This is an optimization exercise on Yosys and OpenROAD, whose aim is a short achievable clock period and few clock cycles, not a production implementation.
In this exercise RTL edits were held to simulation tests only and were not proved equivalent to the original.
Power and IR drop assume default switching activity.

### design/flow/design.v
`timescale 1ns/1ps
package mips_pkg;
	localparam int XLEN = 32;
	localparam int REG_ADDR_W = 5;
	localparam int IMM_W = 16;
	localparam int JIDX_W = 26;
	typedef logic [XLEN-1:0] word_t;
	typedef logic [REG_ADDR_W-1:0] reg_idx_t;
	typedef enum logic [5:0] {
		OP_RTYPE = 6'h00,
		OP_J     = 6'h02,
		OP_BEQ   = 6'h04,
		OP_BNE   = 6'h05,
		OP_ADDI  = 6'h08,
		OP_SLTI  = 6'h0a,
		OP_ANDI  = 6'h0c,
		OP_ORI   = 6'h0d,
		OP_LUI   = 6'h0f,
		OP_LW    = 6'h23,
		OP_SW    = 6'h2b
	} opcode_e;
	typedef enum logic [5:0] {
		F_SLL = 6'h00,
		F_SRL = 6'h02,
		F_SRA = 6'h03,
		F_ADD = 6'h20,
		F_SUB = 6'h22,
		F_AND = 6'h24,
		F_OR  = 6'h25,
		F_NOR = 6'h27,
		F_SLT = 6'h2a
	} funct_e;
	typedef enum logic [3:0] {
		ALU_AND = 4'h0,
		ALU_OR  = 4'h1,
		ALU_ADD = 4'h2,
		ALU_SRL = 4'h3,
		ALU_SRA = 4'h4,
		ALU_SUB = 4'h6,
		ALU_SLT = 4'h7,
		ALU_LUI = 4'ha,
		ALU_NOR = 4'hc,
		ALU_SLL = 4'hd
	} alu_op_e;
	typedef struct packed {
		logic [5:0] opcode;
		reg_idx_t rs;
		reg_idx_t rt;
		reg_idx_t rd;
		logic [4:0] shamt;
		logic [5:0] funct;
	} instr_t;
	localparam int SEL_W = 4;
	typedef struct packed {
		logic reg_write;
		logic mem_read;
		logic mem_write;
		logic mem_to_reg;
		logic alu_src;
		logic reg_dst;
		logic branch_eq;
		logic branch_ne;
		alu_op_e alu_op;
	} ctrl_t;
	typedef struct packed {
		instr_t instr;
		word_t pc;
	} if_id_t;
	typedef struct packed {
		ctrl_t ctrl;
		word_t pc;
		word_t rs_data;
		word_t rt_data;
		word_t imm;
		logic [4:0] shamt;
		reg_idx_t rs;
		reg_idx_t rt;
		reg_idx_t rd;
	} id_ex_t;
	typedef struct packed {
		logic reg_write;
		logic mem_read;
		logic mem_write;
		logic mem_to_reg;
		word_t alu_result;
		word_t store_data;
		reg_idx_t dest;
	} ex_mem_t;
	typedef struct packed {
		logic reg_write;
		reg_idx_t dest;
		word_t wb_data;
	} mem_wb_t;
	typedef enum logic [1:0] {
		FWD_REG = 2'b00,
		FWD_WB  = 2'b01,
		FWD_MEM = 2'b10
	} fwd_sel_e;
	typedef struct packed {
		logic cyc;
		logic stb;
		logic we;
		word_t adr;
		word_t dat_w;
		logic [SEL_W-1:0] sel;
	} wb_req_t;
	typedef struct packed {
		logic ack;
		word_t dat_r;
	} wb_rsp_t;
endpackage
`timescale 1ns/1ps
module pipe_stage_reg #(
	parameter int W = 32
) (
	input  logic     clk,
	input  logic     rst_n,
	input  logic     hold,
	input  logic     bubble,
	input  logic [W-1:0] d,
	output logic [W-1:0] q
);
	always_ff @(posedge clk or negedge rst_n)
	begin
		if (!rst_n)
			q <= '0;
		else if (!hold)
			q <= bubble ? '0 : d;
	end
endmodule
`timescale 1ns/1ps
module fetch_unit #(
	parameter mips_pkg::word_t RESET_PC = '0
) (
	input  logic           clk,
	input  logic           rst_n,
	input  logic           hold,
	input  logic           branch_taken,
	input  mips_pkg::word_t branch_target,
	input  logic           jump_taken,
	input  mips_pkg::word_t jump_target,
	output mips_pkg::word_t pc
);
	mips_pkg::word_t next_pc;
	always_comb
	begin
		if (branch_taken)
			next_pc = branch_target;
		else if (jump_taken)
			next_pc = jump_target;
		else
			next_pc = pc + mips_pkg::word_t'(4);
	end
	always_ff @(posedge clk or negedge rst_n)
	begin
		if (!rst_n)
			pc <= RESET_PC;
		else if (!hold)
			pc <= next_pc;
	end
endmodule
`timescale 1ns/1ps
module decode_unit (
	input  mips_pkg::if_id_t if_id,
	input  mips_pkg::word_t   rs_data,
	input  mips_pkg::word_t   rt_data,
	output mips_pkg::id_ex_t id_ex,
	output logic             jump_taken,
	output mips_pkg::word_t   jump_target
);
	mips_pkg::ctrl_t ctrl;
	logic [mips_pkg::IMM_W-1:0] imm16;
	logic zero_ext;
	mips_pkg::word_t pc_plus4;
	assign imm16 = {if_id.instr.rd, if_id.instr.shamt, if_id.instr.funct};
	assign pc_plus4 = if_id.pc + mips_pkg::word_t'(4);
	assign jump_target = {pc_plus4[31:28], if_id.instr[mips_pkg::JIDX_W-1:0], 2'b00};
	always_comb
	begin
		ctrl = '0;
		zero_ext = 1'b0;
		jump_taken = 1'b0;
		case (if_id.instr.opcode)
			mips_pkg::OP_RTYPE:
			begin
				if (if_id.instr != '0)
				begin
					ctrl.reg_write = 1'b1;
					ctrl.reg_dst = 1'b1;
					case (if_id.instr.funct)
						mips_pkg::F_ADD: ctrl.alu_op = mips_pkg::ALU_ADD;
						mips_pkg::F_SUB: ctrl.alu_op = mips_pkg::ALU_SUB;
						mips_pkg::F_AND: ctrl.alu_op = mips_pkg::ALU_AND;
						mips_pkg::F_OR:  ctrl.alu_op = mips_pkg::ALU_OR;
						mips_pkg::F_NOR: ctrl.alu_op = mips_pkg::ALU_NOR;
						mips_pkg::F_SLT: ctrl.alu_op = mips_pkg::ALU_SLT;
						mips_pkg::F_SLL: ctrl.alu_op = mips_pkg::ALU_SLL;
						mips_pkg::F_SRL: ctrl.alu_op = mips_pkg::ALU_SRL;
						mips_pkg::F_SRA: ctrl.alu_op = mips_pkg::ALU_SRA;
						default: ctrl = '0;
					endcase
				end
			end
			mips_pkg::OP_ADDI:
			begin
				ctrl.reg_write = 1'b1;
				ctrl.alu_src = 1'b1;
				ctrl.alu_op = mips_pkg::ALU_ADD;
			end
			mips_pkg::OP_SLTI:
			begin
				ctrl.reg_write = 1'b1;
				ctrl.alu_src = 1'b1;
				ctrl.alu_op = mips_pkg::ALU_SLT;
			end
			mips_pkg::OP_ANDI, mips_pkg::OP_ORI:
			begin
				ctrl.reg_write = 1'b1;
				ctrl.alu_src = 1'b1;
				zero_ext = 1'b1;
				ctrl.alu_op = (if_id.instr.opcode == mips_pkg::OP_ANDI) ?
					mips_pkg::ALU_AND : mips_pkg::ALU_OR;
			end
			mips_pkg::OP_LUI:
			begin
				ctrl.reg_write = 1'b1;
				ctrl.alu_src = 1'b1;
				ctrl.alu_op = mips_pkg::ALU_LUI;
			end
			mips_pkg::OP_LW:
			begin
				ctrl.reg_write = 1'b1;
				ctrl.mem_read = 1'b1;
				ctrl.mem_to_reg = 1'b1;
				ctrl.alu_src = 1'b1;
				ctrl.alu_op = mips_pkg::ALU_ADD;
			end
			mips_pkg::OP_SW:
			begin
				ctrl.mem_write = 1'b1;
				ctrl.alu_src = 1'b1;
				ctrl.alu_op = mips_pkg::ALU_ADD;
			end
			mips_pkg::OP_BEQ: ctrl.branch_eq = 1'b1;
			mips_pkg::OP_BNE: ctrl.branch_ne = 1'b1;
			mips_pkg::OP_J:   jump_taken = 1'b1;
			default:         ctrl = '0;
		endcase
	end
	always_comb
	begin
		id_ex.ctrl = ctrl;
		id_ex.pc = if_id.pc;
		id_ex.rs_data = rs_data;
		id_ex.rt_data = rt_data;
		id_ex.imm = zero_ext ? {16'h0000, imm16} : {{16{imm16[15]}}, imm16};
		id_ex.shamt = if_id.instr.shamt;
		id_ex.rs = if_id.instr.rs;
		id_ex.rt = if_id.instr.rt;
		id_ex.rd = if_id.instr.rd;
	end
endmodule
`timescale 1ns/1ps
module reg_file (
	input  logic              clk,
	input  logic              rst_n,
	input  mips_pkg::reg_idx_t rs_idx,
	input  mips_pkg::reg_idx_t rt_idx,
	output mips_pkg::word_t    rs_data,
	output mips_pkg::word_t    rt_data,
	input  mips_pkg::mem_wb_t wb
);
	mips_pkg::word_t regs [32];
	logic wr_en;
	assign wr_en = wb.reg_write && (wb.dest != '0);
	always_ff @(posedge clk or negedge rst_n)
	begin
		if (!rst_n)
		begin
			for (int i = 0; i < 32; i++)
				regs[i] <= '0;
		end
		else if (wr_en)
			regs[wb.dest] <= wb.wb_data;
	end
	assign rs_data = (rs_idx == '0) ? '0 : (wr_en && wb.dest == rs_idx) ? wb.wb_data : regs[rs_idx];
	assign rt_data = (rt_idx == '0) ? '0 : (wr_en && wb.dest == rt_idx) ? wb.wb_data : regs[rt_idx];
endmodule
`timescale 1ns/1ps
module hazard_unit (
	input  mips_pkg::if_id_t  if_id,
	input  mips_pkg::id_ex_t  id_ex,
	input  mips_pkg::ex_mem_t ex_mem,
	input  mips_pkg::mem_wb_t mem_wb,
	input  logic              branch_taken,
	output logic              load_stall,
	output logic              branch_flush,
	output mips_pkg::fwd_sel_e fwd_a,
	output mips_pkg::fwd_sel_e fwd_b
);
	assign load_stall = id_ex.ctrl.mem_read &&
		((id_ex.rt == if_id.instr.rs) || (id_ex.rt == if_id.instr.rt));
	assign branch_flush = branch_taken;
	always_comb
	begin
		fwd_a = mips_pkg::FWD_REG;
		if (ex_mem.reg_write && ex_mem.dest != '0 && ex_mem.dest == id_ex.rs)
			fwd_a = mips_pkg::FWD_MEM;
		else if (mem_wb.reg_write && mem_wb.dest != '0 && mem_wb.dest == id_ex.rs)
			fwd_a = mips_pkg::FWD_WB;
		fwd_b = mips_pkg::FWD_REG;
		if (ex_mem.reg_write && ex_mem.dest != '0 && ex_mem.dest == id_ex.rt)
			fwd_b = mips_pkg::FWD_MEM;
		else if (mem_wb.reg_write && mem_wb.dest != '0 && mem_wb.dest == id_ex.rt)
			fwd_b = mips_pkg::FWD_WB;
	end
endmodule
`timescale 1ns/1ps
module execute_unit (
	input  mips_pkg::id_ex_t   id_ex,
	input  mips_pkg::fwd_sel_e fwd_a,
	input  mips_pkg::fwd_sel_e fwd_b,
	input  mips_pkg::word_t     mem_fwd,
	input  mips_pkg::word_t     wb_fwd,
	output mips_pkg::ex_mem_t  ex_mem,
	output logic               branch_taken,
	output mips_pkg::word_t     branch_target
);
	mips_pkg::word_t op_a;
	mips_pkg::word_t op_rt;
	mips_pkg::word_t op_b;
	mips_pkg::word_t alu_y;
	always_comb
	begin
		case (fwd_a)
			mips_pkg::FWD_MEM: op_a = mem_fwd;
			mips_pkg::FWD_WB:  op_a = wb_fwd;
			default:           op_a = id_ex.rs_data;
		endcase
	end
	always_comb
	begin
		case (fwd_b)
			mips_pkg::FWD_MEM: op_rt = mem_fwd;
			mips_pkg::FWD_WB:  op_rt = wb_fwd;
			default:           op_rt = id_ex.rt_data;
		endcase
	end
	assign op_b = id_ex.ctrl.alu_src ? id_ex.imm : op_rt;
	always_comb
	begin
		case (id_ex.ctrl.alu_op)
			mips_pkg::ALU_AND: alu_y = op_a & op_b;
			mips_pkg::ALU_OR:  alu_y = op_a | op_b;
			mips_pkg::ALU_ADD: alu_y = op_a + op_b;
			mips_pkg::ALU_SUB: alu_y = op_a - op_b;
			mips_pkg::ALU_NOR: alu_y = ~(op_a | op_b);
			mips_pkg::ALU_SLT: alu_y = mips_pkg::word_t'($signed(op_a) < $signed(op_b));
			mips_pkg::ALU_SLL: alu_y = op_b << id_ex.shamt;
			mips_pkg::ALU_SRL: alu_y = op_b >> id_ex.shamt;
			mips_pkg::ALU_SRA: alu_y = $unsigned($signed(op_b) >>> id_ex.shamt);
			mips_pkg::ALU_LUI: alu_y = {op_b[15:0], 16'h0000};
			default:          alu_y = '0;
		endcase
	end
	assign branch_taken = (id_ex.ctrl.branch_eq && (op_a == op_rt)) ||
		(id_ex.ctrl.branch_ne && (op_a != op_rt));
	assign branch_target = id_ex.pc + mips_pkg::word_t'(4) + {id_ex.imm[29:0], 2'b00};
	always_comb
	begin
		ex_mem.reg_write = id_ex.ctrl.reg_write;
		ex_mem.mem_read = id_ex.ctrl.mem_read;
		ex_mem.mem_write = id_ex.ctrl.mem_write;
		ex_mem.mem_to_reg = id_ex.ctrl.mem_to_reg;
		ex_mem.alu_result = alu_y;
		ex_mem.store_data = op_rt;
		ex_mem.dest = id_ex.ctrl.reg_dst ? id_ex.rd : id_ex.rt;
	end
endmodule
`timescale 1ns/1ps
module mem_access (
	input  mips_pkg::ex_mem_t ex_mem,
	input  mips_pkg::wb_rsp_t wb_rsp,
	output mips_pkg::wb_req_t wb_req,
	output logic              mem_busy,
	output mips_pkg::mem_wb_t mem_wb
);
	logic access;
	assign access = ex_mem.mem_read || ex_mem.mem_write;
	always_comb
	begin
		wb_req.cyc = access;
		wb_req.stb = access;
		wb_req.we = ex_mem.mem_write;
		wb_req.adr = ex_mem.alu_result;
		wb_req.dat_w = ex_mem.store_data;
		wb_req.sel = '1;
	end
	assign mem_busy = access && !wb_rsp.ack;
	always_comb
	begin
		mem_wb.reg_write = ex_mem.reg_write;
		mem_wb.dest = ex_mem.dest;
		mem_wb.wb_data = ex_mem.mem_to_reg ? wb_rsp.dat_r : ex_mem.alu_result;
	end
endmodule
`timescale 1ns/1ps
module mips_core #(
	parameter mips_pkg::word_t RESET_PC = '0
) (
	input  logic              clk,
	input  logic              rst_n,
	output mips_pkg::word_t    imem_addr,
	input  mips_pkg::word_t    imem_data,
	output mips_pkg::wb_req_t wb_req,
	input  mips_pkg::wb_rsp_t wb_rsp
);
	mips_pkg::if_id_t if_id_d;
	mips_pkg::if_id_t if_id_q;
	mips_pkg::id_ex_t id_ex_d;
	mips_pkg::id_ex_t id_ex_q;
	mips_pkg::ex_mem_t ex_mem_d;
	mips_pkg::ex_mem_t ex_mem_q;
	mips_pkg::mem_wb_t mem_wb_d;
	mips_pkg::mem_wb_t mem_wb_q;
	mips_pkg::word_t rs_data;
	mips_pkg::word_t rt_data;
	mips_pkg::word_t jump_target;
	mips_pkg::word_t branch_target;
	mips_pkg::fwd_sel_e fwd_a;
	mips_pkg::fwd_sel_e fwd_b;
	logic jump_taken;
	logic branch_taken;
	logic load_stall;
	logic branch_flush;
	logic mem_busy;
	wire front_hold = mem_busy || load_stall;
	wire if_id_bubble = branch_flush || jump_taken;
	wire id_ex_bubble = branch_flush || load_stall;
	assign if_id_d = {imem_data, imem_addr};
	fetch_unit #(
		.RESET_PC (RESET_PC)
	) u_fetch (
		.clk           (clk),
		.rst_n         (rst_n),
		.hold          (front_hold),
		.branch_taken  (branch_taken),
		.branch_target (branch_target),
		.jump_taken    (jump_taken),
		.jump_target   (jump_target),
		.pc            (imem_addr)
	);
	pipe_stage_reg #(.W($bits(if_id_q))) u_if_id (
		.clk (clk), .rst_n (rst_n), .hold (front_hold), .bubble (if_id_bubble),
		.d (if_id_d), .q (if_id_q)
	);
	reg_file u_regs (
		.clk     (clk),
		.rst_n   (rst_n),
		.rs_idx  (if_id_q.instr.rs),
		.rt_idx  (if_id_q.instr.rt),
		.rs_data (rs_data),
		.rt_data (rt_data),
		.wb      (mem_wb_q)
	);
	decode_unit u_decode (
		.if_id       (if_id_q),
		.rs_data     (rs_data),
		.rt_data     (rt_data),
		.id_ex       (id_ex_d),
		.jump_taken  (jump_taken),
		.jump_target (jump_target)
	);
	hazard_unit u_hazard (
		.if_id        (if_id_q),
		.id_ex        (id_ex_q),
		.ex_mem       (ex_mem_q),
		.mem_wb       (mem_wb_q),
		.branch_taken (branch_taken),
		.load_stall   (load_stall),
		.branch_flush (branch_flush),
		.fwd_a        (fwd_a),
		.fwd_b        (fwd_b)
	);
	pipe_stage_reg #(.W($bits(id_ex_q))) u_id_ex (
		.clk (clk), .rst_n (rst_n), .hold (mem_busy), .bubble (id_ex_bubble),
		.d (id_ex_d), .q (id_ex_q)
	);
	execute_unit u_execute (
		.id_ex         (id_ex_q),
		.fwd_a         (fwd_a),
		.fwd_b         (fwd_b),
		.mem_fwd       (ex_mem_q.alu_result),
		.wb_fwd        (mem_wb_q.wb_data),
		.ex_mem        (ex_mem_d),
		.branch_taken  (branch_taken),
		.branch_target (branch_target)
	);
	pipe_stage_reg #(.W($bits(ex_mem_q))) u_ex_mem (
		.clk (clk), .rst_n (rst_n), .hold (mem_busy), .bubble (1'b0),
		.d (ex_mem_d), .q (ex_mem_q)
	);
	mem_access u_mem (
		.ex_mem   (ex_mem_q),
		.wb_rsp   (wb_rsp),
		.wb_req   (wb_req),
		.mem_busy (mem_busy),
		.mem_wb   (mem_wb_d)
	);
	pipe_stage_reg #(.W($bits(mem_wb_q))) u_mem_wb (
		.clk (clk), .rst_n (rst_n), .hold (mem_busy), .bubble (1'b0),
		.d (mem_wb_d), .q (mem_wb_q)
	);
endmodule
`timescale 1ns/1ps
module mips_top (
	input  logic        clk,
	input  logic        rst_n,
	output logic [31:0] imem_addr,
	input  logic [31:0] imem_data,
	output logic        wb_cyc_o,
	output logic        wb_stb_o,
	output logic        wb_we_o,
	output logic [31:0] wb_adr_o,
	output logic [31:0] wb_dat_o,
	output logic [3:0]  wb_sel_o,
	input  logic        wb_ack_i,
	input  logic [31:0] wb_dat_i
);
	mips_pkg::wb_req_t wb_req;
	mips_pkg::wb_rsp_t wb_rsp;
	assign wb_rsp.ack = wb_ack_i;
	assign wb_rsp.dat_r = wb_dat_i;
	assign wb_cyc_o = wb_req.cyc;
	assign wb_stb_o = wb_req.stb;
	assign wb_we_o = wb_req.we;
	assign wb_adr_o = wb_req.adr;
	assign wb_dat_o = wb_req.dat_w;
	assign wb_sel_o = wb_req.sel;
	mips_core #(
		.RESET_PC (32'h0000_0000)
	) u_core (
		.clk       (clk),
		.rst_n     (rst_n),
		.imem_addr (imem_addr),
		.imem_data (imem_data),
		.wb_req    (wb_req),
		.wb_rsp    (wb_rsp)
	);
endmodule
### design/flow/run.sh
#!/bin/bash
# synth_recipe.tcl (not shown) runs the flow's synth.tcl, then flattens the netlist and writes it again
# the make line also repeats each setting of config.mk as NAME=value (left out here)
make -C /OpenROAD-flow-scripts/flow DESIGN_CONFIG=/design/flow/config.mk WORK_HOME=/design/flow/orfs CLKGATE_MAP_FILE= SYNTH_SCRIPT=/design/flow/synth_recipe.tcl finish
### design/flow/config.mk
export PLATFORM = sky130hd
export DESIGN_NAME = mips_top
export DESIGN_NICKNAME = mips_top
export VERILOG_FILES = /design/flow/design.v
export SDC_FILE = /design/flow/constraint.sdc
export NUM_CORES = 8
export LEC_CHECK = 0
export CAP_MARGIN = 20
export CORE_MARGIN = 2
export CORE_UTILIZATION = 40
export SLEW_MARGIN = 20
### design/flow/constraint.sdc
create_clock -name core_clock -period 8.5 [get_ports {clk}]
set_input_delay 1.7000 -clock core_clock [delete_from_list [all_inputs] [get_ports {clk}]]
set_output_delay 1.7000 -clock core_clock [all_outputs]
set_load 0.01 [all_outputs]
==> results_dict.tcl <==
set metrics [dict create \
    cts_htree_levels 4 \
    synth.distinct_cells 91 \
    cts_tree "done" \
    yosysWarnings 11 \
    cts_sinks 1332 \
    fp.dieH_um 443 \
    synthArstFlopShare_pct 100 \
    post_drt_wl_per_cell_um 40.5 \
    nFillCells 18000 \
    syn_avg_cell_area_um2 10.3 \
    grt_max_degree 177 \
    hold-worst-slack_ns 0.479 \
    portBuffers 165 \
    area_delta_synth_final_pct 13.1 \
    relSlewSlack_pct 17.0 \
    finalCoreUtilization_pct 45.4 \
    cts_buffer_depth 3 \
    postCtsHoldBufs 0 \
    initial_core_util_pct 40.2 \
    rsz0062_at_grt "no" \
    grt_pass1_vias 69100 \
    cpLargestDelayFamily "compound AO/OA/AOI/OAI gates" \
    ys_seq_area_share_pct 43.2 \
    cp-start-kind "flop" \
    fin_crit_ns 7.01 \
    clk_pin_slew_ns 0.06 \
    min_path_type "reg2reg" \
    dr.pass1.iters 10 \
    multi_input_area_mm2 0.0407 \
    synth-edff-count 0 \
    core_mm2 0.192 \
    critPathCaptureType "flop" \
    cts_root_buffer "clkbuf_16" \
    dp_slack_ns 1.75 \
    fin_area_mm2 0.0872 \
    drive_above_1_share_pct 24.3 \
    grt_pass1_wl_um 558000 \
    post_dp_cell_area_mm2 0.0819 \
    syn_inst 7476 \
    vias 72800 \
    slowest_delay_ns 0.74 \
    synth_commonest_cells "dfrtp_1, mux2_2, clkbuf_1" \
    synth_top_cell_by_area "dfrtp_1" \
    cp_max_fo 17 \
    fin_crit_sh_pct 82.4 \
    skew_ns 0.0644 \
    ys_ff_latch 1332 \
    drc 0 \
    crit_path_frequent_cell "buf_4" \
    crit_cells 20 \
    dpl.cell_count 9687 \
    grt-ovfl-total 0 \
    viasPerCell 7.29 \
    io_pins 170 \
    antenna_found_initial 22 \
    rr_worst_depth 20 \
    dp.final_hpwl_um 253000 \
    max_freq_ghz 0.143 \
    cp_slowest_cell "nor3_1" \
    synth-main-ff-cell "dfrtp_1" \
    leakage_nw 38.2 \
    cp.required_ns 9.20 \
    instances_no_fill 9975 \
    ir_drop_v 0.000187 \
    crit_type "reg2reg" \
    cp_num_buf_inv 3 \
    crit_path_cell_trace "or4_4 > o21ai_2 > or4_1 > buf_4 > nor3_1 > nor3_1 > buf_4 > ha_1 > a21oi_1 > o21bai_1 > a211oi_1 > nor2_1 > a221oi_1 > buf_4 > o41ai_1 > a21oi_1 > o21ai_0 > a311oi_1 > o31a_1 > o31a_1" \
    fin_setup_tns_ns 0 \
    drt_iter0_markers 13000 \
    cts_resized 0 \
    syn_area_mm2 0.0771 \
    clock_latency_ns 0.88 \
    maxCapViolations 0 \
    total_power_mw 23.4 \
    slew_viol_final 0 \
    critPathArrivalTime_ns 7.70 \
    gp_congestion 1.05 \
    routed_wl_um 404000 \
    rows 161 \
    cts_made_buffers 155 \
    yosysTopAreaCellShare_pct 43.2 \
    whs_path_depth 2 \
    finalSetupViolations 0 \
    setup_slack_ns 1.49 \
    worst_pin_slew_ns 1.24 \
    finalHoldViolCount 0 \
    die_area_mm2 0.196 \
    die_width_um 443 \
    synth_top_cells_by_area "dfrtp_1, mux2_2, a22oi_1, a22o_1, clkbuf_1" \
    yosysMostFrequentCell "dfrtp_1" \
    outcome "no timing/DRC/antenna violations" \
    final_nets 7544 \
    power_density_mw_per_mm2 268 \
    grt_use_total_pct 40.0 \
    postCtsSetupBuffers 0 \
    seqCellArea_mm2 0.0333 \
    drtAntennaViolNets 0 \
]
[worst paths after layout]
path	start	end	slack, ns
worst max register to register	u_core.u_mem_wb.q[35]$_DFFE_PN0N_	u_core.u_ex_mem.q[62]$_DFFE_PN0N_	1.49
min in group asynchronous	rst_n	u_core.u_regs.regs[15][16]$_DFFE_PN0P_	0.78
worst min register to register	u_core.u_id_ex.q[65]$_DFFE_PN0N_	u_core.u_id_ex.q[65]$_DFFE_PN0N_	0.48
worst max-delay path	u_core.u_mem_wb.q[35]$_DFFE_PN0N_	u_core.u_ex_mem.q[62]$_DFFE_PN0N_	1.49
worst min-delay path	u_core.u_id_ex.q[65]$_DFFE_PN0N_	u_core.u_id_ex.q[65]$_DFFE_PN0N_	0.48
max in group asynchronous	rst_n	u_core.u_regs.regs[18][27]$_DFFE_PN0P_	5.60
[per-layer routing]
metal | track usage [%] | share of wire [%] | vias up
met1 | 48.7 | 36 | 36200
met4 | 30.4 | 9.4 | 29
met2 | 57.8 | 42 | 6158
met5 | 0.342 | 0.086 | -
li1 | - | - | 28300
met3 | 14.0 | 13 | 2044
[logic make-up (layout without fill, tap and decap cells)]
family | Yosys count | in the layout | share of synthesized area (%)
multiplexers | 1157 | 1157 | 17.1
buffers and inverters | 925 | 883 | 4.98
flip-flops | 1332 | 1332 | 43.2
other | 1 | 16 | 0.00486
adder cells (fa/ha/maj) | 158 | 158 | 2.59
AND/OR/NAND/NOR | 1639 | 1639 | 10.3
XOR/XNOR | 100 | 100 | 1.14
AO/OA/AOI/OAI | 2164 | 2164 | 20.7
[cell type report]
cell class	count	share of cell area (%)
multi-input combinational	5222	46.7
sequential	1332	38.2
clock buffer	211	5.03
timing repair buffer	473	4.80
tap	2526	3.63
clock inverter	63	0.953
inverter	136	0.586
antenna	12	0.0344
[worst register-to-register path: cells and delay by family, from the launching register on]
kind            cells  cell delay (ns)
compound gates     11             2.93
simple gates        5             2.29
buf+inv             3             0.84
flops               1             0.62
fa+ha+maj           1             0.17
[cells in the final DEF, fill, tap and decap left out, types with 76 or more instances in the layout]
cell type        instances
buf_4                  292
mux2_2                1049
nand2_1                373
nand4_1                183
nand3_1                147
dfrtp_1               1323
a221oi_1               217
a22oi_1                514
o21ai_0                261
inv_1                  127
clkbuf_16              157
nor2_1                 297
nor3_1                 282
nor2_4                  76
ha_1                   154
clkdlybuf4s50_1        164
a21oi_1                298
mux2i_1                 84
a22o_1                 305
[where the power goes]
| group | total [mW] | internal (mW) | switching, mW |
|---|---|---|---|
| Combinational | 7.49 | 2.76 | 4.73 |
| Clock | 6.99 | 3.98 | 3.01 |
| Sequential | 8.90 | 7.49 | 1.41 |
| Total | 23.4 | 14.2 | 9.14 |
[state kept, by name, indices dropped and copies added, names as in the netlist]
signal / cells
u_core.u_id_ex.q: 134
u_core.u_ex_mem.q: 72
u_core.u_mem_wb.q: 38
u_core.u_if_id.q: 64
u_core.u_regs.regs: 992
u_core.u_fetch.pc: 32
Testbench counts, summed over its fixed seeds: cycles 87,628.

[static timing again, ports no longer ideal]
No port has a modelled driver above. Below, the same layout with a new extraction and two added sets of constraints. Step 1 (the two cells are an assumption about what drives the block):
set clk [get_ports {clk}]
set_driving_cell -lib_cell sky130_fd_sc_hd__clkbuf_16 $clk
set_driving_cell -lib_cell sky130_fd_sc_hd__buf_2 [delete_from_list [all_inputs] $clk]
Step 2 times the ports against the registers' clock, not the clock port: input delays grow and output delays shrink by t, the midpoint of the rising clock arrivals with the driver on. a / b / c = ideal / step 1 / step 2; a / b = the first two.
t (ns): 0.934
slack for setup (ns): 1.494 / 1.494 / 1.494
worst setup path at the end: register to register
clock arrival spread, ns: 0.072 / 0.073
slew at the worst register clock pin (ns): 0.07 / 0.07
After both steps setup and hold are still met in this run. For this run, drivers alone change the setup slack by 0.000 ns; drivers and shift together by 0.000 ns.
